This is an optimization exercise on Yosys and OpenROAD, whose aim is small area, a short achievable clock period and few clock cycles, not a production implementation. The RTL was checked by simulation tests, not by an equivalence proof against the original design. No activity file was given, so power comes from the tool's default toggle rates.

==> flow/design.v <==
package sa_pkg;
  localparam int ROWS = 4;
  localparam int COLS = 4;
  localparam int W_IN  = 8;
  localparam int W_ACC = 24;
  localparam int AXIL_DATA_W = 32;
  localparam int AXIL_ADDR_W = 8;
  localparam logic [AXIL_ADDR_W-1:0] REG_CTRL    = 8'h00;
  localparam logic [AXIL_ADDR_W-1:0] REG_BEATS   = 8'h04;
  localparam logic [AXIL_ADDR_W-1:0] REG_PACKETS = 8'h08;
  localparam logic [1:0] RESP_OKAY = 2'b00;
endpackage
module axil_csr (
  input  logic                           clk,
  input  logic                           rst,
  input  logic [sa_pkg::AXIL_ADDR_W-1:0] awaddr,
  input  logic                           awvalid,
  input  logic [sa_pkg::AXIL_DATA_W-1:0] wdata,
  input  logic [3:0]                     wstrb,
  input  logic                           wvalid,
  input  logic                           bready,
  input  logic [sa_pkg::AXIL_ADDR_W-1:0] araddr,
  input  logic                           arvalid,
  input  logic                           rready,
  input  logic                           beat_acc,
  input  logic                           pkt_done,
  output logic                           awready,
  output logic                           wready,
  output logic [1:0]                     bresp,
  output logic                           bvalid,
  output logic                           arready,
  output logic [sa_pkg::AXIL_DATA_W-1:0] rdata,
  output logic [1:0]                     rresp,
  output logic                           rvalid,
  output logic                           ctrl_enable,
  output logic                           ctrl_clamp
);
  localparam int AXIL_DATA_W = sa_pkg::AXIL_DATA_W;
  localparam int AXIL_ADDR_W = sa_pkg::AXIL_ADDR_W;
  logic                   awready_q;
  logic                   bvalid_q;
  logic                   arready_q;
  logic                   rvalid_q;
  logic [AXIL_DATA_W-1:0] rdata_q;
  logic [AXIL_DATA_W-1:0] beats_q;
  logic [AXIL_DATA_W-1:0] pkts_q;
  logic [1:0]             ctrl_q;    
  logic                   wr_fire;
  logic                   rd_fire;
  logic [AXIL_ADDR_W-1:0] wr_addr;
  logic [AXIL_ADDR_W-1:0] rd_addr;
  assign wr_addr = {awaddr[AXIL_ADDR_W-1:2], 2'b00};
  assign rd_addr = {araddr[AXIL_ADDR_W-1:2], 2'b00};
  assign wr_fire = awready_q & awvalid & wvalid;
  assign rd_fire = arready_q & arvalid;
  always_ff @(posedge clk) begin
    if (rst) begin
      awready_q <= 1'b0;
      bvalid_q  <= 1'b0;
    end else begin
      awready_q <= ~awready_q & ~bvalid_q & awvalid & wvalid;
      if (wr_fire) begin
        bvalid_q <= 1'b1;
      end else if (bready) begin
        bvalid_q <= 1'b0;
      end
    end
  end
  always_ff @(posedge clk) begin
    if (rst) begin
      ctrl_q <= '0;
    end else if (wr_fire && wr_addr == sa_pkg::REG_CTRL && wstrb[0]) begin
      ctrl_q <= wdata[1:0];
    end
  end
  always_ff @(posedge clk) begin
    if (rst) begin
      beats_q <= '0;
      pkts_q  <= '0;
    end else begin
      if (beat_acc) begin
        beats_q <= beats_q + 1'b1;
      end
      if (pkt_done) begin
        pkts_q <= pkts_q + 1'b1;
      end
    end
  end
  always_ff @(posedge clk) begin
    if (rst) begin
      arready_q <= 1'b0;
      rvalid_q  <= 1'b0;
    end else begin
      arready_q <= ~arready_q & ~rvalid_q & arvalid;
      if (rd_fire) begin
        rvalid_q <= 1'b1;
      end else if (rready) begin
        rvalid_q <= 1'b0;
      end
    end
  end
  always_ff @(posedge clk) begin
    if (rd_fire) begin
      case (rd_addr)
        sa_pkg::REG_CTRL:    rdata_q <= {30'b0, ctrl_q};
        sa_pkg::REG_BEATS:   rdata_q <= beats_q;
        sa_pkg::REG_PACKETS: rdata_q <= pkts_q;
        default:             rdata_q <= '0;
      endcase
    end
  end
  assign awready     = awready_q;
  assign wready      = awready_q;
  assign bresp       = sa_pkg::RESP_OKAY;
  assign bvalid      = bvalid_q;
  assign arready     = arready_q;
  assign rdata       = rdata_q;
  assign rresp       = sa_pkg::RESP_OKAY;
  assign rvalid      = rvalid_q;
  assign ctrl_enable = ctrl_q[0];
  assign ctrl_clamp  = ctrl_q[1];
endmodule
module mac_grid #(
  parameter int ROWS = sa_pkg::ROWS,
  parameter int COLS = sa_pkg::COLS
) (
  input  logic                                         clk,
  input  logic                                         rst,
  input  logic                                         ctrl_enable,
  input  logic [COLS-1:0][sa_pkg::W_IN-1:0]            k_data,
  input  logic                                         k_last,
  input  logic                                         k_valid,
  output logic                                         k_ready,
  input  logic [ROWS-1:0][sa_pkg::W_IN-1:0]            x_data,
  input  logic                                         x_last,
  input  logic                                         x_valid,
  output logic                                         x_ready,
  output logic                                         beat_acc,
  output logic [ROWS-1:0][COLS-1:0][sa_pkg::W_ACC-1:0] bank,
  output logic                                         bank_valid,
  input  logic                                         bank_ready
);
  localparam int W_IN  = sa_pkg::W_IN;
  localparam int W_ACC = sa_pkg::W_ACC;
  logic join_valid;
  logic join_last;
  logic join_ready;
  logic fire;
  logic first_q;
  logic bank_valid_q;
  assign join_valid = k_valid & x_valid;
  assign join_last  = k_last & x_last;
  assign join_ready = ctrl_enable & (~bank_valid_q | (bank_ready & ~join_last));
  assign k_ready  = join_ready & x_valid;
  assign x_ready  = join_ready & k_valid;
  assign fire     = join_valid & join_ready;
  assign beat_acc = fire;
  always_ff @(posedge clk) begin
    if (rst) begin
      first_q      <= 1'b1;
      bank_valid_q <= 1'b0;
    end else begin
      if (fire) begin
        first_q <= join_last;
      end
      if (fire && join_last) begin
        bank_valid_q <= 1'b1;
      end else if (bank_ready) begin
        bank_valid_q <= 1'b0;
      end
    end
  end
  always_ff @(posedge clk) begin
    if (fire) begin
      for (int r = 0; r < ROWS; r++) begin
        for (int c = 0; c < COLS; c++) begin
          bank[r][c] <= (first_q ? '0 : bank[r][c])
                      + W_ACC'($signed(x_data[r]) * $signed(k_data[c]));
        end
      end
    end
  end
  assign bank_valid = bank_valid_q;
endmodule
module column_drain #(
  parameter int ROWS = sa_pkg::ROWS,
  parameter int COLS = sa_pkg::COLS
) (
  input  logic                                         clk,
  input  logic                                         rst,
  input  logic                                         ctrl_clamp,
  input  logic [ROWS-1:0][COLS-1:0][sa_pkg::W_ACC-1:0] bank,
  input  logic                                         bank_valid,
  output logic                                         bank_ready,
  input  logic [ROWS-1:0][sa_pkg::W_ACC-1:0]           a_data,
  input  logic                                         a_valid,
  output logic                                         a_ready,
  output logic [ROWS-1:0][sa_pkg::W_ACC-1:0]           y_data,
  output logic                                         y_last,
  output logic                                         y_valid,
  input  logic                                         y_ready,
  output logic                                         pkt_done
);
  localparam int W_ACC = sa_pkg::W_ACC;
  localparam int CW = (COLS > 1) ? $clog2(COLS) : 1;
  logic [ROWS-1:0][COLS-1:0][W_ACC-1:0] snap;
  logic [ROWS-1:0][W_ACC-1:0]           sum;
  logic                                 busy_q;
  logic [CW-1:0]                        col_q;
  logic                                 last_col;
  logic                                 y_fire;
  assign bank_ready = ~busy_q;
  assign last_col   = (col_q == CW'(COLS - 1));
  assign y_valid  = busy_q & a_valid;
  assign a_ready  = busy_q & y_ready;
  assign y_last   = busy_q & last_col;
  assign y_fire   = y_valid & y_ready;
  assign pkt_done = y_fire & last_col;
  always_ff @(posedge clk) begin
    if (rst) begin
      busy_q <= 1'b0;
      col_q  <= '0;
    end else if (!busy_q) begin
      if (bank_valid) begin
        busy_q <= 1'b1;
        col_q  <= '0;
      end
    end else if (y_fire) begin
      if (last_col) begin
        busy_q <= 1'b0;
      end else begin
        col_q <= col_q + 1'b1;
      end
    end
  end
  always_ff @(posedge clk) begin
    if (bank_valid && bank_ready) begin
      snap <= bank;
    end
  end
  always_comb begin
    for (int r = 0; r < ROWS; r++) begin
      sum[r]    = snap[r][col_q] + a_data[r];
      y_data[r] = (ctrl_clamp && sum[r][W_ACC-1]) ? '0 : sum[r];
    end
  end
endmodule
module sa_top #(
  parameter int ROWS = sa_pkg::ROWS,
  parameter int COLS = sa_pkg::COLS
) (
  input  logic                               clk,
  input  logic                               rst,
  input  logic [sa_pkg::AXIL_ADDR_W-1:0]     axil_awaddr,
  input  logic                               axil_awvalid,
  output logic                               axil_awready,
  input  logic [sa_pkg::AXIL_DATA_W-1:0]     axil_wdata,
  input  logic [3:0]                         axil_wstrb,
  input  logic                               axil_wvalid,
  output logic                               axil_wready,
  output logic [1:0]                         axil_bresp,
  output logic                               axil_bvalid,
  input  logic                               axil_bready,
  input  logic [sa_pkg::AXIL_ADDR_W-1:0]     axil_araddr,
  input  logic                               axil_arvalid,
  output logic                               axil_arready,
  output logic [sa_pkg::AXIL_DATA_W-1:0]     axil_rdata,
  output logic [1:0]                         axil_rresp,
  output logic                               axil_rvalid,
  input  logic                               axil_rready,
  input  logic [COLS-1:0][sa_pkg::W_IN-1:0]  k_data,
  input  logic                               k_last,
  input  logic                               k_valid,
  output logic                               k_ready,
  input  logic [ROWS-1:0][sa_pkg::W_IN-1:0]  x_data,
  input  logic                               x_last,
  input  logic                               x_valid,
  output logic                               x_ready,
  input  logic [ROWS-1:0][sa_pkg::W_ACC-1:0] a_data,
  input  logic                               a_valid,
  output logic                               a_ready,
  output logic [ROWS-1:0][sa_pkg::W_ACC-1:0] y_data,
  output logic                               y_last,
  output logic                               y_valid,
  input  logic                               y_ready
);
  localparam int W_ACC = sa_pkg::W_ACC;
  logic                                 ctrl_enable;
  logic                                 ctrl_clamp;
  logic                                 beat_acc;
  logic                                 pkt_done;
  logic [ROWS-1:0][COLS-1:0][W_ACC-1:0] bank;
  logic                                 bank_valid;
  logic                                 bank_ready;
  axil_csr csr_i (
    .clk         (clk),
    .rst         (rst),
    .awaddr      (axil_awaddr),
    .awvalid     (axil_awvalid),
    .wdata       (axil_wdata),
    .wstrb       (axil_wstrb),
    .wvalid      (axil_wvalid),
    .bready      (axil_bready),
    .araddr      (axil_araddr),
    .arvalid     (axil_arvalid),
    .rready      (axil_rready),
    .beat_acc    (beat_acc),
    .pkt_done    (pkt_done),
    .awready     (axil_awready),
    .wready      (axil_wready),
    .bresp       (axil_bresp),
    .bvalid      (axil_bvalid),
    .arready     (axil_arready),
    .rdata       (axil_rdata),
    .rresp       (axil_rresp),
    .rvalid      (axil_rvalid),
    .ctrl_enable (ctrl_enable),
    .ctrl_clamp  (ctrl_clamp)
  );
  mac_grid #(
    .ROWS (ROWS),
    .COLS (COLS)
  ) grid_i (
    .clk         (clk),
    .rst         (rst),
    .ctrl_enable (ctrl_enable),
    .k_data      (k_data),
    .k_last      (k_last),
    .k_valid     (k_valid),
    .k_ready     (k_ready),
    .x_data      (x_data),
    .x_last      (x_last),
    .x_valid     (x_valid),
    .x_ready     (x_ready),
    .beat_acc    (beat_acc),
    .bank        (bank),
    .bank_valid  (bank_valid),
    .bank_ready  (bank_ready)
  );
  column_drain #(
    .ROWS (ROWS),
    .COLS (COLS)
  ) drain_i (
    .clk        (clk),
    .rst        (rst),
    .ctrl_clamp (ctrl_clamp),
    .bank       (bank),
    .bank_valid (bank_valid),
    .bank_ready (bank_ready),
    .a_data     (a_data),
    .a_valid    (a_valid),
    .a_ready    (a_ready),
    .y_data     (y_data),
    .y_last     (y_last),
    .y_valid    (y_valid),
    .y_ready    (y_ready),
    .pkt_done   (pkt_done)
  );
endmodule
==> flow/run.sh <==
#!/bin/bash
# synth_recipe.tcl (not shown) runs the flow's synth.tcl, then flattens the netlist and writes it again
# the make line also repeats each setting of config.mk as NAME=value (left out here)
make -C /OpenROAD-flow-scripts/flow DESIGN_CONFIG=/design/flow/config.mk WORK_HOME=/design/flow/orfs CLKGATE_MAP_FILE= SYNTH_SCRIPT=/design/flow/synth_recipe.tcl finish
==> flow/config.mk <==
export PLATFORM = sky130hd
export DESIGN_NAME = sa_top
export DESIGN_NICKNAME = sa_top
export VERILOG_FILES = /design/flow/design.v
export SDC_FILE = /design/flow/constraint.sdc
export NUM_CORES = 4
export LEC_CHECK = 0
export CAP_MARGIN = 20
export CORE_MARGIN = 2
export CORE_UTILIZATION = 40
export PLACE_DENSITY = 0.6
export SLEW_MARGIN = 20
==> flow/constraint.sdc <==
create_clock -name core_clock -period 10.5 [get_ports {clk}]
set_input_delay 2.1000 -clock core_clock [delete_from_list [all_inputs] [get_ports {clk}]]
set_output_delay 2.1000 -clock core_clock [all_outputs]
set_load 0.01 [all_outputs]
==> run notes <==
Result of the run = complete, no violations
Detailed router's first-iteration violation count = 6564
Time the worst path needs with I/O delays and setup = 10150 ps
Register clock-pin slew on the reported worst setup and hold paths = 70 ps
Hold Buf Count CTS = 0
Pre-Repair DR Iteration Count = 5
Fraction of final layout cells with drive strength greater than 1 = 6.133%
Core outline area = 251200 µm²
Net count reported at finish = 12460
Detail Route Antenna Nets = 0
Worst voltage drop across the vdd grid = 0.2309 mV
Floorplan row count = 184
Number of sinks on the clock net = 875
Total wire length = 296400 µm
Syn Inst Count = 10230
Maximum frequency from static timing analysis = 98.56 MHz
Number of synthesized flops with an enable pin = 800
Setup repair after global routing missed its margin = false
Layout overhead on the synthesized area = 10.54%
Max-Cap Viols = 0
Max stage delay cell, worst path = o21ai_0
Endpoints failing setup = 0
Worst Path Required = 8400 ps
Slew of the pin with the lowest slew margin = 1143 ps
Startpoint class of the critical path = flip-flop
Total global routing overflow = 0
Final worst clock skew = 43.05 ps
Hold Crit Class = flip-flop to flip-flop
Final hold violations = 0
Biggest cell delay along the critical path = 820 ps
Detailed Place HPWL = 234600 µm
CP delay by family, top = compound AO/OA/AOI/OAI gates
CTS-repair resized insts = 0
Inserted Clock Buffers = 89
Clock Tree Buf Depth = 3
Standby leakage power = 49.03 nW
Vias in the first global route = 74330
Fraction of registers with async set or reset after synthesis = 0%
Post-synthesis register bit count = 875
Total global-route track usage = 22.79%
Maximum level of the CTS H-tree = 3
Clock tree root buffer cell = clkbuf_16
Design Power = 30.59 mW
Post-CTS Repair Setup Buffers = 0
Drt wl/cell = 21.40 µm
Final routed DRC violation total = 0
Total Neg Setup Slack = 0 ps
Overall die area = 256500 µm²
Max transition margin = 23.27%
# IOs = 367
Buffers and inverters on the worst path = 2
Portion of the post-synthesis area used by sequential elements = 25.28%
Number of antenna violations at the first check in global routing = 47
Number of different library cells in the post-synthesis netlist = 94
First-pass GRT wire length = 449600 µm
Worst EP arrival = 8050 ps
Setup Crit Path Kind = flip-flop to primary output
Crit. End Element = primary output
Total power density per cell area = 274.1 nW/µm²
Number of warning messages in the yosys log = 3
Clock tree from TritonCTS = done
Cells along the critical path = inv_2 -> ha_4 -> mux2i_1 -> o21ai_0 -> mux2_2 -> a221oi_1 -> a21oi_1 -> ha_1 -> a21o_1 -> a21oi_1 -> o21bai_1 -> a21oi_1 -> o21a_1 -> o21ai_1 -> a2111oi_0 -> o211ai_1 -> and4_1 -> nor2_1 -> and3_1 -> clkdlybuf4s50_1
Final weighted congestion in routability-driven placement = 0.9483
X dimension of the die = 506.4 µm
Clock latency on the worst-skew pair = 740 ps
Quantity of I/O buffers inserted on ports = 325
Period utilisation layout = 96.63%
Top cell by count, worst path = a21oi_1
DR vias/cell = 5.436
Final-report max-slew violation count = 0
Maximum number of pins on one net before global-route repair = 149
Synthesized area per cell = 9.868 µm²
Height of the die = 506.4 µm
Most common flop cell mapped by yosys = edfxtp_1
Starting density of the core = 40.20%
Routed vias = 75320
Worst-path maximum fanout = 34
Mapped Area = 101000 µm²
## synth_stat cells, types with 14 or more instances
library cell	number	area [µm²]
a211oi_1	96	720.7
o31a_1	17	148.9
nand4_1	38	237.7
a21o_1	179	1344
a211o_1	17	148.9
and2_1	732	4579
or2_2	26	162.7
nand2b_1	79	494.2
mux2i_1	144	1441
and3_1	61	381.6
nand3_1	102	510.5
o21ai_0	309	1546
o21bai_1	107	803.3
dfxtp_1	75	1501
clkbuf_1	353	1325
o31ai_1	32	240.2
fa_1	900	18020
buf_1	36	135.1
o22ai_1	28	175.2
nand2_1	558	2095
xor2_1	230	2014
xnor2_1	510	4467
nor4_1	34	212.7
or3_1	43	269.0
and4_1	15	131.4
xnor3_1	20	450.4
ha_1	903	11300
o21a_1	81	608.1
nor2b_1	542	3391
buf_2	17	85.08
nor2_1	443	1663
a22o_1	36	315.3
a221oi_1	15	131.4
a21boi_0	17	127.6
mux4_2	160	3603
edfxtp_1	800	24020
mux2_2	57	641.9
o211ai_1	51	382.9
a31oi_1	59	369.1
nor3_1	96	480.5
inv_1	1478	5548
a22oi_1	14	105.1
a21oi_1	492	2462
## cell usage in the layout, fill, tap and decap left out, types with 72 or more instances in the layout
master,n
a211oi_1,96
a21o_1,179
a21oi_1,492
and2_1,732
buf_4,171
clkbuf_16,93
clkdlybuf4s50_1,320
dfxtp_1,72
edfxtp_1,800
fa_1,900
ha_1,901
inv_1,1476
mux2i_1,144
mux4_2,160
nand2_1,558
nand2b_1,79
nand3_1,102
nor2_1,442
nor2b_1,541
nor3_1,96
o21a_1,81
o21ai_0,309
o21bai_1,107
xnor2_1,508
xor2_1,230
## logic make-up after synthesis
family / Yosys count / share of synthesized area (%)
other: 1 / 0.003714
multiplexers: 361 / 5.632
XOR/XNOR: 768 / 7.024
AO/OA/AOI/OAI: 1699 / 10.97
adder cells (fa/ha/maj): 1808 / 29.08
flip-flops: 875 / 25.28
AND/OR/NAND/NOR: 2824 / 14.92
buffers and inverters: 1896 / 7.088
## layer usage
| metal | part of all wire (%) | track usage [%] | wire, µm | vias to the layer above |
|---|---|---|---|---|
| met2 | 42 | 33.28 | 123600 | 2546 |
| met3 | 8.6 | 4.324 | 25470 | 378 |
| met5 | 0.11 | 0 | 316 | - |
| met4 | 2.9 | 6.074 | 8457 | 50 |
| met1 | 47 | 34.30 | 138600 | 37460 |
| li1 | - | - | - | 34880 |
## sequential cells by signal, indices dropped and copies added, names as in the netlist, 2 cells and up
| signal | cells |
|---|---|
| csr_i.rdata_q | 32 |
| csr_i.ctrl_q | 2 |
| csr_i.beats_q | 32 |
| grid_i.bank | 384 |
| drain_i.col_q | 2 |
| drain_i.snap | 384 |
| csr_i.pkts_q | 32 |
## final cells by class
type,instances,area [µm²]
fillers,23650,139600
multi-input cells,7464,68370
flip-flops and latches,875,25540
inverters,1485,5582
repair buffers,514,4856
well taps,3348,4189
clock buffers,108,2435
clock inverters,54,626.9
diodes,7,17.52
## power by group
part / internal, mW / switching, mW
Clock: 1.91 / 1.50
Sequential: 4.70 / 0.00122
Combinational: 9.03 / 13.4
Total: 15.6 / 14.9
## through the flow
stage	util [%]	setup slack, ps	cell area [µm²]	hold slack (ps)	cells
floorplan	-	1303	101000	418.0	10240
global placement	43.20	470.2	108500	423.2	13690
detailed placement	43.21	327.4	108500	423.9	13690
CTS	44.43	544.1	111600	418.4	13850
global route	44.43	142.7	111600	427.4	13850
finish	44.44	353.5	111600	429.1	13860
## path summary, 6_finish.rpt
kind,from,end,slack (ps),depth (start not counted)
worst max-delay path,drain_i.col_q[0]$_SDFFE_PP0P_,y_data[29],350,20
worst min-delay path,grid_i.bank[258]$_DFFE_PP_,drain_i.snap[258]$_DFFE_PP_,430,0
worst max register to register,grid_i.first_q$_SDFFE_PP1P_,grid_i.bank[334]$_DFFE_PP_,4990,16
worst min register to register,grid_i.bank[258]$_DFFE_PP_,drain_i.snap[258]$_DFFE_PP_,430,0
Testbench counts, summed over its fixed seeds: cycles 5,363.

==> afterwards: timing with drivers on the ports <==
The flow's constraints put no driver on any port. The routed layout listed below was extracted and timed again, unchanged, in two steps.
Step 1, drivers: a clkbuf_16 drives clk and a buf_2 each remaining input, both assumed.
Step 2 also shifts input and output timing later by t, the mid clock arrival at the registers, as if the neighbouring blocks saw the same clock.
a / b / c = ideal ports / drivers / drivers and shift; a / b = the first two.
shift t [ns]: 0.811
setup WS [ns]: 0.353 / 0.258 / 0.102
worst register clock-pin slew, ns: 0.08 / 0.08
cell pins on the clock port's net: 1
After both steps this run still meets setup and hold. The setup slack of this run moves by -0.095 ns with the drivers and by -0.251 ns with both steps.
